This design comes from an exercise in tuning for small area on the open sky130 flow, not from production work.
Only simulation tests tie the RTL to the original design; equivalence was not proved.

==> delta <==
==> flow/design.v <==
package inst_fetch_queue_pkg;
  localparam int unsigned DATA_WIDTH = 32;
  localparam logic [6:0]  OPC_JAL    = 7'h6f;
  function automatic logic [31:0] npc_offset(input logic [DATA_WIDTH-1:0] inst);
    if (inst[6:0] == OPC_JAL) begin
      npc_offset = {{11{inst[31]}}, inst[31], inst[19:12], inst[20], inst[30:21], 1'b0};
    end else begin
      npc_offset = 32'd4;
    end
  endfunction
endpackage
module fetch_fifo
#(
  parameter int unsigned Depth = 16
) (
  input  logic                                        clk_in,
  input  logic                                        rst_in,
  input  logic                                        clear_i,
  input  logic                                        enq_i,
  input  logic                                        deq_i,
  input  logic [inst_fetch_queue_pkg::DATA_WIDTH-1:0] enq_data_i,
  output logic                                        valid_o,
  output logic                                        full_o,
  output logic [inst_fetch_queue_pkg::DATA_WIDTH-1:0] head_o
);
  localparam int unsigned W = inst_fetch_queue_pkg::DATA_WIDTH;
  logic [Depth*W-1:0] mem_q;
  logic [Depth-1:0]   head_q;    
  logic               valid_q;
  always_ff @(posedge clk_in) begin
    if (enq_i) begin
      mem_q <= {mem_q[(Depth-1)*W-1:0], enq_data_i};
    end
  end
  always_ff @(posedge clk_in or negedge rst_in) begin
    if (!rst_in) begin
      head_q  <= '0;
      valid_q <= 1'b0;
    end else if (clear_i) begin
      head_q  <= '0;
      valid_q <= 1'b0;
    end else if (enq_i & ~deq_i) begin
      head_q  <= {head_q[Depth-2:0], ~valid_q};
      valid_q <= 1'b1;
    end else if (deq_i & ~enq_i) begin
      head_q  <= {1'b0, head_q[Depth-1:1]};
      valid_q <= ~head_q[0];
    end
  end
  always_comb begin
    head_o = '0;
    for (int i = 0; i < Depth; i++) begin
      head_o = head_o | (mem_q[i*W +: W] & {W{head_q[i]}});
    end
  end
  assign valid_o = valid_q;
  assign full_o  = head_q[Depth-1];
endmodule
module inst_fetch_queue
#(
  parameter int unsigned QUEUE_DEPTH = 16,
  parameter logic [31:0] RESET_PC    = 32'h0
) (
  input  logic                  clk_in,
  input  logic                  rst_in,
  input  logic                  rdy_in,
  output logic                  mem_req_valid,
  output logic [31:0]           mem_req_addr,
  input  logic                  mem_resp_valid,
  input  logic [inst_fetch_queue_pkg::DATA_WIDTH-1:0] mem_resp_data,
  output logic                  inst_valid,
  output logic [inst_fetch_queue_pkg::DATA_WIDTH-1:0] inst_out,
  output logic [31:0]           inst_pc_out,
  output logic [31:0]           inst_pred_pc_out,
  input  logic                  inst_deq,
  input  logic                  flush_in,
  input  logic [31:0]           flush_pc_in
);
  logic            wait_q;    
  logic            drop_q;    
  logic [31:0]     pc_q;      
  logic [31:0]     head_pc_q;
  logic            valid, full;
  logic            clear, enq, deq;
  logic [31:0]     npc, head_npc;
  logic [inst_fetch_queue_pkg::DATA_WIDTH-1:0] head;
  assign clear    = rdy_in & flush_in;
  assign enq      = rdy_in & wait_q & mem_resp_valid & ~flush_in;
  assign deq      = rdy_in & inst_deq & valid & ~flush_in;
  assign npc      = pc_q + inst_fetch_queue_pkg::npc_offset(mem_resp_data);
  assign head_npc = head_pc_q + inst_fetch_queue_pkg::npc_offset(head);
  always_ff @(posedge clk_in or negedge rst_in) begin
    if (!rst_in) begin
      wait_q <= 1'b0;
      drop_q <= 1'b0;
    end else if (rdy_in) begin
      if (wait_q) begin
        wait_q <= ~flush_in & ~mem_resp_valid;
        drop_q <= flush_in & ~mem_resp_valid;
      end else if (drop_q) begin
        drop_q <= ~mem_resp_valid;
      end else begin
        wait_q <= ~flush_in & ~full;
      end
    end
  end
  always_ff @(posedge clk_in or negedge rst_in) begin
    if (!rst_in) begin
      pc_q <= RESET_PC;
    end else if (clear) begin
      pc_q <= flush_pc_in;
    end else if (enq) begin
      pc_q <= npc;
    end
  end
  always_ff @(posedge clk_in or negedge rst_in) begin
    if (!rst_in) begin
      head_pc_q <= RESET_PC;
    end else if (clear) begin
      head_pc_q <= flush_pc_in;
    end else if (deq) begin
      head_pc_q <= head_npc;
    end
  end
  fetch_fifo #(
    .Depth(QUEUE_DEPTH)
  ) u_fetch_fifo (
    .clk_in    (clk_in),
    .rst_in    (rst_in),
    .clear_i   (clear),
    .enq_i     (enq),
    .deq_i     (deq),
    .enq_data_i(mem_resp_data),
    .valid_o   (valid),
    .full_o    (full),
    .head_o    (head)
  );
  assign mem_req_valid    = wait_q;
  assign mem_req_addr     = pc_q;
  assign inst_valid       = valid;
  assign inst_out         = head;
  assign inst_pc_out      = head_pc_q;
  assign inst_pred_pc_out = head_npc;
endmodule
==> flow/run.sh <==
#!/bin/bash
# synth_recipe.tcl (not shown) runs the flow's synth.tcl, then flattens the netlist and writes it again
# the make line also repeats each setting of config.mk as NAME=value (left out here)
make -C /OpenROAD-flow-scripts/flow DESIGN_CONFIG=/design/flow/config.mk WORK_HOME=/design/flow/orfs CLKGATE_MAP_FILE= SYNTH_SCRIPT=/design/flow/synth_recipe.tcl finish
==> flow/config.mk <==
export PLATFORM = sky130hd
export DESIGN_NAME = inst_fetch_queue
export DESIGN_NICKNAME = inst_fetch_queue
export VERILOG_FILES = /design/flow/design.v
export SDC_FILE = /design/flow/constraint.sdc
export NUM_CORES = 4
export LEC_CHECK = 0
export CAP_MARGIN = 20
export CORE_MARGIN = 2
export CORE_UTILIZATION = 40
export SLEW_MARGIN = 20
==> flow/constraint.sdc <==
create_clock -name core_clock -period 5.5 [get_ports {clk_in}]
set_input_delay 1.1000 -clock core_clock [delete_from_list [all_inputs] [get_ports {clk_in}]]
set_output_delay 1.1000 -clock core_clock [all_outputs]
set_load 0.01 [all_outputs]
==> lagoon (differences from delta) <==
--- a/flow/design.v
+++ b/flow/design.v
@@ -26,8 +26,26 @@
   localparam int unsigned W = inst_fetch_queue_pkg::DATA_WIDTH;
-  logic [Depth*W-1:0] mem_q;
-  logic [Depth-1:0]   head_q;    
-  logic               valid_q;
+  logic [(Depth-1)*W-1:0] mem_q;     
+  logic [W-1:0]           head_q;    
+  logic [Depth-1:0]       pos_q;     
+  logic                   valid_q;
+  logic                   one_or_less;
+  logic                   mem_enq;
+  logic [W-1:0]           mem_out, head_d;
+  assign one_or_less = ~|pos_q[Depth-1:1];
+  assign mem_enq     = enq_i & valid_q & ~(deq_i & pos_q[0]);
   always_ff @(posedge clk_in) begin
-    if (enq_i) begin
-      mem_q <= {mem_q[(Depth-1)*W-1:0], enq_data_i};
+    if (mem_enq) begin
+      mem_q <= {mem_q[(Depth-2)*W-1:0], enq_data_i};
+    end
+  end
+  always_comb begin
+    mem_out = '0;
+    for (int i = 0; i < Depth - 1; i++) begin
+      mem_out = mem_out | (mem_q[i*W +: W] & {W{pos_q[i+1]}});
+    end
+  end
+  assign head_d = mem_out | (enq_data_i & {W{one_or_less}});
+  always_ff @(posedge clk_in) begin
+    if (deq_i | (enq_i & ~valid_q)) begin
+      head_q <= head_d;
     end
@@ -36,23 +54,18 @@
     if (!rst_in) begin
-      head_q  <= '0;
+      pos_q   <= '0;
       valid_q <= 1'b0;
     end else if (clear_i) begin
-      head_q  <= '0;
+      pos_q   <= '0;
       valid_q <= 1'b0;
     end else if (enq_i & ~deq_i) begin
-      head_q  <= {head_q[Depth-2:0], ~valid_q};
+      pos_q   <= {pos_q[Depth-2:0], ~valid_q};
       valid_q <= 1'b1;
     end else if (deq_i & ~enq_i) begin
-      head_q  <= {1'b0, head_q[Depth-1:1]};
-      valid_q <= ~head_q[0];
+      pos_q   <= {1'b0, pos_q[Depth-1:1]};
+      valid_q <= ~pos_q[0];
     end
   end
-  always_comb begin
-    head_o = '0;
-    for (int i = 0; i < Depth; i++) begin
-      head_o = head_o | (mem_q[i*W +: W] & {W{head_q[i]}});
-    end
-  end
+  assign head_o  = head_q;
   assign valid_o = valid_q;
-  assign full_o  = head_q[Depth-1];
+  assign full_o  = pos_q[Depth-1];
 endmodule
CORE_UTILIZATION = 65   (was 40)
CTS_CLUSTER_DIAMETER = 60   (was unset)
CTS_CLUSTER_SIZE = 30   (was unset)
==> umber (differences from delta) <==
==> flow/design.v (replaced) <==
package inst_fetch_queue_pkg;
  localparam int unsigned DATA_WIDTH = 32;
  localparam logic [6:0]  OPC_JAL    = 7'h6f;
  function automatic logic [31:0] predict_npc(input logic [31:0]           pc,
                                              input logic [DATA_WIDTH-1:0] inst);
    if (inst[6:0] == OPC_JAL) begin
      predict_npc = pc + {{11{inst[31]}}, inst[31], inst[19:12], inst[20], inst[30:21], 1'b0};
    end else begin
      predict_npc = pc + 32'd4;
    end
  endfunction
endpackage
module fetch_fifo
#(
  parameter int unsigned Depth = 16
) (
  input  logic                                    clk_in,
  input  logic                                    enq_i,
  input  logic [inst_fetch_queue_pkg::DATA_WIDTH-1:0] enq_data_i,
  input  logic [$clog2(Depth)-1:0]                head_i,
  output logic [inst_fetch_queue_pkg::DATA_WIDTH-1:0] head_o
);
  localparam int unsigned W = inst_fetch_queue_pkg::DATA_WIDTH;
  logic [Depth*W-1:0] mem_q;
  always_ff @(posedge clk_in) begin
    if (enq_i) begin
      mem_q <= {mem_q[(Depth-1)*W-1:0], enq_data_i};
    end
  end
  assign head_o = mem_q[head_i*W +: W];
endmodule
module inst_fetch_queue
#(
  parameter int unsigned QUEUE_DEPTH = 16,
  parameter logic [31:0] RESET_PC    = 32'h0
) (
  input  logic                  clk_in,
  input  logic                  rst_in,
  input  logic                  rdy_in,
  output logic                  mem_req_valid,
  output logic [31:0]           mem_req_addr,
  input  logic                  mem_resp_valid,
  input  logic [inst_fetch_queue_pkg::DATA_WIDTH-1:0] mem_resp_data,
  output logic                  inst_valid,
  output logic [inst_fetch_queue_pkg::DATA_WIDTH-1:0] inst_out,
  output logic [31:0]           inst_pc_out,
  output logic [31:0]           inst_pred_pc_out,
  input  logic                  inst_deq,
  input  logic                  flush_in,
  input  logic [31:0]           flush_pc_in
);
  localparam int unsigned PtrW = $clog2(QUEUE_DEPTH);
  logic            wait_q;    
  logic            drop_q;    
  logic [31:0]     pc_q;      
  logic [31:0]     head_pc_q;
  logic            valid_q;   
  logic [PtrW-1:0] ptr_q;     
  logic            full;
  logic            enq, deq;
  logic [31:0]     npc, head_npc;
  logic [inst_fetch_queue_pkg::DATA_WIDTH-1:0] head;
  assign full     = valid_q & (ptr_q == PtrW'(QUEUE_DEPTH - 1));
  assign enq      = rdy_in & wait_q & mem_resp_valid & ~flush_in;
  assign deq      = rdy_in & inst_deq & valid_q & ~flush_in;
  assign npc      = inst_fetch_queue_pkg::predict_npc(pc_q, mem_resp_data);
  assign head_npc = inst_fetch_queue_pkg::predict_npc(head_pc_q, head);
  always_ff @(posedge clk_in or negedge rst_in) begin
    if (!rst_in) begin
      wait_q <= 1'b0;
      drop_q <= 1'b0;
    end else if (rdy_in) begin
      if (wait_q) begin
        wait_q <= ~flush_in & ~mem_resp_valid;
        drop_q <= flush_in & ~mem_resp_valid;
      end else if (drop_q) begin
        drop_q <= ~mem_resp_valid;
      end else begin
        wait_q <= ~flush_in & ~full;
      end
    end
  end
  always_ff @(posedge clk_in or negedge rst_in) begin
    if (!rst_in) begin
      pc_q <= RESET_PC;
    end else if (rdy_in & flush_in) begin
      pc_q <= flush_pc_in;
    end else if (enq) begin
      pc_q <= npc;
    end
  end
  always_ff @(posedge clk_in or negedge rst_in) begin
    if (!rst_in) begin
      head_pc_q <= RESET_PC;
    end else if (rdy_in & flush_in) begin
      head_pc_q <= flush_pc_in;
    end else if (deq) begin
      head_pc_q <= head_npc;
    end
  end
  always_ff @(posedge clk_in or negedge rst_in) begin
    if (!rst_in) begin
      valid_q <= 1'b0;
      ptr_q   <= '0;
    end else if (rdy_in & flush_in) begin
      valid_q <= 1'b0;
      ptr_q   <= '0;
    end else if (enq & ~deq) begin
      valid_q <= 1'b1;
      ptr_q   <= valid_q ? ptr_q + PtrW'(1) : '0;
    end else if (deq & ~enq) begin
      valid_q <= ptr_q != '0;
      ptr_q   <= ptr_q - PtrW'(1);
    end
  end
  fetch_fifo #(
    .Depth(QUEUE_DEPTH)
  ) u_fetch_fifo (
    .clk_in    (clk_in),
    .enq_i     (enq),
    .enq_data_i(mem_resp_data),
    .head_i    (ptr_q),
    .head_o    (head)
  );
  assign mem_req_valid    = wait_q;
  assign mem_req_addr     = pc_q;
  assign inst_valid       = valid_q;
  assign inst_out         = head;
  assign inst_pc_out      = head_pc_q;
  assign inst_pred_pc_out = head_npc;
endmodule
==> ember (differences from delta) <==
--- a/flow/design.v
+++ b/flow/design.v
@@ -3,7 +3,20 @@
   localparam logic [6:0]  OPC_JAL    = 7'h6f;
-  function automatic logic [31:0] npc_offset(input logic [DATA_WIDTH-1:0] inst);
-    if (inst[6:0] == OPC_JAL) begin
-      npc_offset = {{11{inst[31]}}, inst[31], inst[19:12], inst[20], inst[30:21], 1'b0};
-    end else begin
-      npc_offset = 32'd4;
+  function automatic logic is_jal(input logic [DATA_WIDTH-1:0] inst);
+    is_jal = inst[6:0] == OPC_JAL;
+  endfunction
+  function automatic logic [31:0] predict_npc(input logic [31:0]           pc,
+                                              input logic [DATA_WIDTH-1:0] inst,
+                                              input logic                  jal);
+    logic        neg, step, run;
+    logic [20:0] off;
+    logic [21:0] lo;
+    neg = jal & inst[31];
+    off = jal ? {inst[31], inst[19:12], inst[20], inst[30:21], 1'b0} : 21'd4;
+    lo  = {1'b0, pc[20:0]} + {1'b0, off};
+    step = lo[21] ^ neg;
+    run  = step;
+    predict_npc[20:0] = lo[20:0];
+    for (int i = 21; i < 32; i++) begin
+      predict_npc[i] = pc[i] ^ run;
+      run = run & (pc[i] ^ neg);
     end
@@ -23,11 +36,39 @@
   output logic                                        full_o,
-  output logic [inst_fetch_queue_pkg::DATA_WIDTH-1:0] head_o
+  output logic [inst_fetch_queue_pkg::DATA_WIDTH-1:0] head_o,
+  output logic                                        head_jal_o
 );
   localparam int unsigned W = inst_fetch_queue_pkg::DATA_WIDTH;
-  logic [Depth*W-1:0] mem_q;
-  logic [Depth-1:0]   head_q;    
-  logic               valid_q;
+  localparam int unsigned PtrW = $clog2(Depth);
+  logic [(Depth-1)*W-1:0] mem_q;     
+  logic [W-1:0]           head_q;    
+  logic                   head_jal_q;  
+  logic [PtrW-1:0]        last_q;    
+  logic                   valid_q;
+  logic [Depth-1:0]       pos;       
+  logic                   one_or_less;
+  logic                   mem_enq;
+  logic [W-1:0]           mem_out, head_d;
+  always_comb begin
+    for (int i = 0; i < Depth; i++) begin
+      pos[i] = valid_q & (last_q == PtrW'(i));
+    end
+  end
+  assign one_or_less = ~valid_q | (last_q == '0);
+  assign mem_enq     = enq_i & valid_q & ~(deq_i & pos[0]);
   always_ff @(posedge clk_in) begin
-    if (enq_i) begin
-      mem_q <= {mem_q[(Depth-1)*W-1:0], enq_data_i};
+    if (mem_enq) begin
+      mem_q <= {mem_q[(Depth-2)*W-1:0], enq_data_i};
+    end
+  end
+  always_comb begin
+    mem_out = '0;
+    for (int i = 0; i < Depth - 1; i++) begin
+      mem_out = mem_out | (mem_q[i*W +: W] & {W{pos[i+1]}});
+    end
+  end
+  assign head_d = mem_out | (enq_data_i & {W{one_or_less}});
+  always_ff @(posedge clk_in) begin
+    if (deq_i | (enq_i & ~valid_q)) begin
+      head_q     <= head_d;
+      head_jal_q <= inst_fetch_queue_pkg::is_jal(head_d);
     end
@@ -36,23 +77,19 @@
     if (!rst_in) begin
-      head_q  <= '0;
+      last_q  <= '0;
       valid_q <= 1'b0;
     end else if (clear_i) begin
-      head_q  <= '0;
+      last_q  <= '0;
       valid_q <= 1'b0;
     end else if (enq_i & ~deq_i) begin
-      head_q  <= {head_q[Depth-2:0], ~valid_q};
+      last_q  <= valid_q ? last_q + PtrW'(1) : '0;
       valid_q <= 1'b1;
     end else if (deq_i & ~enq_i) begin
-      head_q  <= {1'b0, head_q[Depth-1:1]};
-      valid_q <= ~head_q[0];
+      last_q  <= last_q - PtrW'(1);
+      valid_q <= last_q != '0;
     end
   end
-  always_comb begin
-    head_o = '0;
-    for (int i = 0; i < Depth; i++) begin
-      head_o = head_o | (mem_q[i*W +: W] & {W{head_q[i]}});
-    end
-  end
+  assign head_o     = head_q;
+  assign head_jal_o = head_jal_q;
   assign valid_o = valid_q;
-  assign full_o  = head_q[Depth-1];
+  assign full_o  = pos[Depth-1];
 endmodule
@@ -86,2 +123,3 @@
   logic [inst_fetch_queue_pkg::DATA_WIDTH-1:0] head;
+  logic            head_jal;
   assign clear    = rdy_in & flush_in;
@@ -89,4 +127,5 @@
   assign deq      = rdy_in & inst_deq & valid & ~flush_in;
-  assign npc      = pc_q + inst_fetch_queue_pkg::npc_offset(mem_resp_data);
-  assign head_npc = head_pc_q + inst_fetch_queue_pkg::npc_offset(head);
+  assign npc      = inst_fetch_queue_pkg::predict_npc(pc_q, mem_resp_data,
+                                                    inst_fetch_queue_pkg::is_jal(mem_resp_data));
+  assign head_npc = inst_fetch_queue_pkg::predict_npc(head_pc_q, head, head_jal);
   always_ff @(posedge clk_in or negedge rst_in) begin
@@ -115,7 +154,5 @@
   end
-  always_ff @(posedge clk_in or negedge rst_in) begin
-    if (!rst_in) begin
-      head_pc_q <= RESET_PC;
-    end else if (clear) begin
-      head_pc_q <= flush_pc_in;
+  always_ff @(posedge clk_in) begin
+    if (!valid) begin
+      head_pc_q <= pc_q;
     end else if (deq) begin
@@ -135,3 +172,4 @@
     .full_o    (full),
-    .head_o    (head)
+    .head_o    (head),
+    .head_jal_o(head_jal)
   );
==> flow/flow/run.sh (new file) <==
#!/bin/bash
# The standard layout (the standard.sh, standard synthesis unchanged), with these changes:
# the port buffers are the smallest buffer cell; clock tree synthesis builds the tree from
# clkbuf_8 cells in small clusters and adds no dummy loads; before the floorplan, the logic
# between the flip-flops is remapped for area (flow/restructure.tcl).
set -euo pipefail
bash standard.sh finish \
  "BUFFER_PORTS_ARGS=-buffer_cell sky130_fd_sc_hd__buf_1" \
  "CTS_ARGS=-sink_clustering_enable -repair_clock_nets -buf_list sky130_fd_sc_hd__clkbuf_8 -sink_clustering_size 20 -sink_clustering_max_diameter 50 -dont_use_dummy_load" \
  "PRE_FLOORPLAN_TCL=$PWD/flow/restructure.tcl" "REMOVE_ABC_BUFFERS=1" \
  > standard.log 2>&1
==> flow/flow/restructure.tcl (new file) <==
set_dont_use $::env(DONT_USE_CELLS)
set rmp_dir $::env(OBJECTS_DIR)/rmp
file mkdir $rmp_dir
report_design_area
restructure -target area \
  -liberty_file [lindex $::env(LIB_FILES) 0] \
  -tielo_port sky130_fd_sc_hd__conb_1/LO -tiehi_port sky130_fd_sc_hd__conb_1/HI \
  -work_dir $rmp_dir -abc_logfile $rmp_dir/abc.log
report_design_area
==> flow/standard.sh (new file) <==
#!/bin/bash
# synth_recipe.tcl (not shown) runs the flow's synth.tcl, then flattens the netlist and writes it again
# the make line also repeats each setting of config.mk as NAME=value (left out here)
make -C /OpenROAD-flow-scripts/flow DESIGN_CONFIG=/design/flow/config.mk WORK_HOME=/design/flow/orfs CLKGATE_MAP_FILE= SYNTH_SCRIPT=/design/flow/synth_recipe.tcl "${@:-finish}"
CORE_UTILIZATION = 65   (was 40)
removed: flow/run.sh
==> impl_metrics.env <==
export IMPL_outcome="complete, no violations"
export IMPL_grt_max_degree=89
export IMPL_finalCritPeriodShare_pct=98.0
export IMPL_preCtsSetupSlack_ps=251
export IMPL_tap_cells=511
[end of results for lagoon]
==> impl_metrics.env <==
export IMPL_outcome="stopped before the end"
export IMPL_stop_stage="floorplan (2_1_floorplan)"
export IMPL_error="[ERROR EST-0104] inconsistent parasitics state"
export IMPL_postSynthCellCount=1437
export IMPL_synth_area_um2=22900
export IMPL_rows=68
export IMPL_initial_core_util_pct=66.2
export IMPL_die_h_um=192
[end of results for ember]
==> impl_metrics.env <==
export IMPL_outcome="complete, but fails checks"
export IMPL_preCtsSetupSlack_ps=-389
export IMPL_setup_viol=15
export IMPL_fin_ws_ps=-488
export IMPL_power_combinational_mw=6.97
export IMPL_grt_max_degree=128
export IMPL_so_faults="setup timing"
export IMPL_tap_cells=873
[end of results for umber]
==> impl_metrics.env <==
export IMPL_fin_ws_ps=-326
export IMPL_so_faults="setup timing"
export IMPL_finalCritPeriodShare_pct=106
export IMPL_outcome="complete, but fails checks"
export IMPL_setup_viol=15
[end of results for delta]

==> re-timing with driven ports <==
Ports are ideal in the flow. The routed layouts listed here were re-timed in OpenROAD.
Step 1 sets driving cells, clkbuf_16 on the clock port and buf_2 on the other inputs (assumed; they add their load-dependent delay and slew).
Step 2, shift: input delay + t, output delay - t, t = (earliest + latest rising clock arrival at the registers) / 2. This alone moves slack from input paths to output paths.
Slacks: ideal / step 1 / step 2; pairs: ideal / step 1.
| run | t, ns | setup slack, ns | worst slew at a driven data input, ns |
|---|---|---|---|
| delta | 0.653 | -0.326 / -0.384 / 0.014 | 0.12 |
| lagoon | 0.635 | 0.112 / 0.053 / 0.121 | 0.07 |
| umber | 0.653 | -0.488 / -0.548 / 0.105 | 0.08 |
